What follows belongs to an exercise in optimizing a design on an open flow for small area; a production flow would make more cautious choices. In this exercise RTL edits were held to simulation tests only and were not proved equivalent to the original. Power is estimated from default activity; no workload was simulated.

job 5227:
## multi_button_debouncer
module multi_button_debouncer #(
  parameter int CHANNELS = mbd_pkg::CHANNELS_DEF
) (
  input  logic                        clk,
  input  logic                        rst_n,
  input  logic                        in_valid,
  output logic                        in_ready,
  input  logic [mbd_pkg::FIELD_W-1:0] in_raw_levels,
  input  logic [mbd_pkg::FIELD_W-1:0] in_clear_pressed,
  input  logic [mbd_pkg::FIELD_W-1:0] in_clear_released,
  output logic                        out_valid,
  input  logic                        out_ready,
  output logic [mbd_pkg::FIELD_W-1:0] out_stable_levels,
  output logic [mbd_pkg::FIELD_W-1:0] out_previous_raw,
  output logic [mbd_pkg::FIELD_W-1:0] out_pressed_flags,
  output logic [mbd_pkg::FIELD_W-1:0] out_released_flags,
  input  logic                        psel,
  input  logic                        penable,
  input  logic                        pwrite,
  input  logic [mbd_pkg::ADDR_W-1:0]  paddr,
  input  logic [mbd_pkg::DATA_W-1:0]  pwdata,
  output logic [mbd_pkg::DATA_W-1:0]  prdata,
  output logic                        pready
);
For scale: ~990 cells after synthesis, roughly 130 I/O pins.
==> flow/config.mk <==
export PLATFORM = sky130hd
export DESIGN_NAME = multi_button_debouncer
export DESIGN_NICKNAME = multi_button_debouncer
export VERILOG_FILES = /design/flow/design.v
export SDC_FILE = /design/flow/constraint.sdc
export NUM_CORES = 4
export LEC_CHECK = 0
export CAP_MARGIN = 20
export CORE_MARGIN = 2
export CORE_UTILIZATION = 60
export GPL_TIMING_DRIVEN = 0
export PLACE_DENSITY = 0.75
export SLEW_MARGIN = 20
==> flow/constraint.sdc <==
create_clock -name core_clock -period 5.0 [get_ports {clk}]
set_input_delay 1.0000 -clock core_clock [delete_from_list [all_inputs] [get_ports {clk}]]
set_output_delay 1.0000 -clock core_clock [all_outputs]
set_load 0.01 [all_outputs]
standard.sh (not shown) runs the stock make flow with config.mk's settings and CLKGATE_MAP_FILE= SYNTH_SCRIPT=/design/flow/synth_recipe.tcl, a recipe that flattens the netlist after the stock synthesis.
==> flow/flow/run.sh <==
#!/bin/bash
# Standard layout, except: synthesis maps with an area-oriented ABC script
# (flow/abc_area.script, through flow/synth.tcl, which otherwise is the standard flow's
# standard synthesis script); the floorplan removes synthesis buffers (global
# placement is not timing driven); one tie cell per constant; port buffers are
# the smallest buffer; the clock tree uses larger sink clusters without dummy
# loads. Each tool's output is in orfs/logs; make's own output goes to
# make_finish.log.
set -euo pipefail
export MY_ABC_SCRIPT=$PWD/flow/abc_area.script
bash standard.sh \
  "SYNTH_SCRIPT=$PWD/flow/synth.tcl" \
  "REMOVE_ABC_BUFFERS=1" \
  "SKIP_REPAIR_TIE_FANOUT=1" \
  "BUFFER_PORTS_ARGS=-buffer_cell sky130_fd_sc_hd__buf_1" \
  "CTS_ARGS=-sink_clustering_enable -repair_clock_nets -dont_use_dummy_load -sink_clustering_size 18 -sink_clustering_max_diameter 60 -root_buf sky130_fd_sc_hd__clkbuf_4 -buf_list {sky130_fd_sc_hd__clkbuf_8}" \
  finish > make_finish.log 2>&1
==> flow/flow/abc_area.script <==
strash
dc2
dc2
&get -n
&deepsyn -T 60
&dch
&nf -R 50
&put
==> flow/flow/synth.tcl <==
proc synth {args} { yosys synth -nofsm -noshare {*}$args }
# The standard synthesis script, except that ABC maps with the script named
# by MY_ABC_SCRIPT (area oriented) instead of ORFS's speed script.
proc abc {args} {
  set i [lsearch -exact $args -script]
  if {$i >= 0} { set args [lreplace $args [expr {$i+1}] [expr {$i+1}] $::env(MY_ABC_SCRIPT)] }
  yosys abc {*}$args
}
source $::env(SCRIPTS_DIR)/synth.tcl
# left out here: clear keep_hierarchy, flatten, clean up, hide names made inside functions, write 1_2_yosys.v
[inputs] job 3231 vs job 5227
diff --git a/flow/flow/synth.tcl b/flow/flow/synth.tcl
--- a/flow/flow/synth.tcl
+++ b/flow/flow/synth.tcl
@@ -1,5 +1,3 @@
 proc synth {args} { yosys synth -nofsm -noshare {*}$args }
-# The standard synthesis script, except that ABC maps with the script named
-# by MY_ABC_SCRIPT (area oriented) instead of ORFS's speed script.
 proc abc {args} {
   set i [lsearch -exact $args -script]
Results
Job 5227 → job 3231: post-detailed-route DRC marker count neither gained nor lost much, clock power now sits at about the same level, routed via count divided by cell count held.
Every run in the comparison, job 5227 and job 3231, completed the flow with a clean layout.
Input-level comparison between job 2257 and job 3231:
diff --git a/flow/flow/run.sh b/flow/flow/run.sh
--- a/flow/flow/run.sh
+++ b/flow/flow/run.sh
@@ -14,4 +14,4 @@
   "SKIP_REPAIR_TIE_FANOUT=1" \
   "BUFFER_PORTS_ARGS=-buffer_cell sky130_fd_sc_hd__buf_1" \
-  "CTS_ARGS=-sink_clustering_enable -repair_clock_nets -dont_use_dummy_load -sink_clustering_size 18 -sink_clustering_max_diameter 60 -root_buf sky130_fd_sc_hd__clkbuf_4 -buf_list {sky130_fd_sc_hd__clkbuf_8}" \
+  "CTS_ARGS=-sink_clustering_enable -repair_clock_nets -dont_use_dummy_load -sink_clustering_size 24 -sink_clustering_max_diameter 50 -root_buf sky130_fd_sc_hd__clkbuf_4 -buf_list {sky130_fd_sc_hd__clkbuf_4 sky130_fd_sc_hd__clkbuf_8 sky130_fd_sc_hd__clkbuf_16}" \
   finish > make_finish.log 2>&1
[summary]
Changes observed in job 2257 relative to job 3231: number of vias per cell neither gained nor lost much; final instance area climbed about 3%; maximum clock frequency moved up; cell area power density higher; area growth from synthesis to layout moved up.
Reported for job 3231 and job 2257, largest fanout of any net on the critical path turned out identical to the last digit.
Job 3231 and job 2257 ended up with nearly the same highest cell delay on the worst timing path.
On tightest hold margin, job 3231 beats job 2257.
Against job 3231 as the reference, job 2257 delivers a higher clock-buffer cell count.
diff inputs: job 2257 => job 390
diff --git a/flow/flow/run.sh b/flow/flow/run.sh
--- a/flow/flow/run.sh
+++ b/flow/flow/run.sh
@@ -14,4 +14,4 @@
   "SKIP_REPAIR_TIE_FANOUT=1" \
   "BUFFER_PORTS_ARGS=-buffer_cell sky130_fd_sc_hd__buf_1" \
-  "CTS_ARGS=-sink_clustering_enable -repair_clock_nets -dont_use_dummy_load -sink_clustering_size 24 -sink_clustering_max_diameter 50 -root_buf sky130_fd_sc_hd__clkbuf_4 -buf_list {sky130_fd_sc_hd__clkbuf_4 sky130_fd_sc_hd__clkbuf_8 sky130_fd_sc_hd__clkbuf_16}" \
+  "CTS_ARGS=-sink_clustering_enable -repair_clock_nets -dont_use_dummy_load -sink_clustering_size 21 -sink_clustering_max_diameter 45 -root_buf sky130_fd_sc_hd__clkbuf_4 -buf_list {sky130_fd_sc_hd__clkbuf_8}" \
   finish > make_finish.log 2>&1
diff --git a/flow/flow/synth.tcl b/flow/flow/synth.tcl
--- a/flow/flow/synth.tcl
+++ b/flow/flow/synth.tcl
@@ -1,3 +1,5 @@
 proc synth {args} { yosys synth -nofsm -noshare {*}$args }
+# The standard synthesis script, except that ABC maps with the script named
+# by MY_ABC_SCRIPT (area oriented) instead of ORFS's speed script.
 proc abc {args} {
   set i [lsearch -exact $args -script]
--- outcome ---
Comparing job 390 with job 2257, the detailed-route vias per instance came out essentially unchanged. Summary of job 390 over job 2257: sequential cell area share grew by 0.73 points; post-layout worst setup margin fell by 0.057 ns; share of power burned in combinational logic went up by 0.9 points. Going from job 2257 to job 390, wire length per cell shrank slightly. Relative to job 2257, the sum of routed wire segments on met1 of job 390 is lower by 1.2%. Run comparison: job 2257 capturing instance or port of the critical path g_lane[3].g_on.u_lane.cnt_q[15]$_DFF_P_; job 390 capturing instance or port of the critical path g_lane[5].g_on.u_lane.cnt_q[15]$_DFF_P_. Job 390 vs. job 2257: highest ir drop seen on vdd went down by 7.4%; overall power after layout went down by about 8%; well-tap cell count was more or less identical.

re-timing with driven ports:
In the flow no input, the clock included, has a driving cell. The finished layouts below were timed again as built, in two steps. Step 1: set_driving_cell puts a clkbuf_16 on clk and a buf_2 on each other input, an assumption about the parent block. Step 2 times the ports against the registers' clock, not the clock port: input delays grow and output delays shrink by t, the midpoint of the rising clock arrivals with the driver on. Slacks: ideal ports / drivers / drivers and shift; pairs: ideal ports / drivers.
run | t, ns | slack for setup (ns) | hold slack, ns | pins driven straight from the clock port
job 5227 | 0.623 | 0.511 / 0.530 / -0.093 | 0.462 / 0.462 / 0.462 | 1
job 3231 | 0.623 | 0.511 / 0.530 / -0.093 | 0.462 / 0.462 / 0.462 | 1
job 2257 | 0.758 | 0.674 / 0.691 / -0.067 | 0.379 / 0.362 / 0.456 | 1
job 390 | 0.689 | 0.617 / 0.632 / -0.057 | 0.453 / 0.448 / 0.453 | 1
With both steps, setup timing fails in every run listed, where it was met with ideal ports. The setup slack of job 2257, which loses most, moves by +0.017 ns with the drivers and by -0.741 ns with both steps.
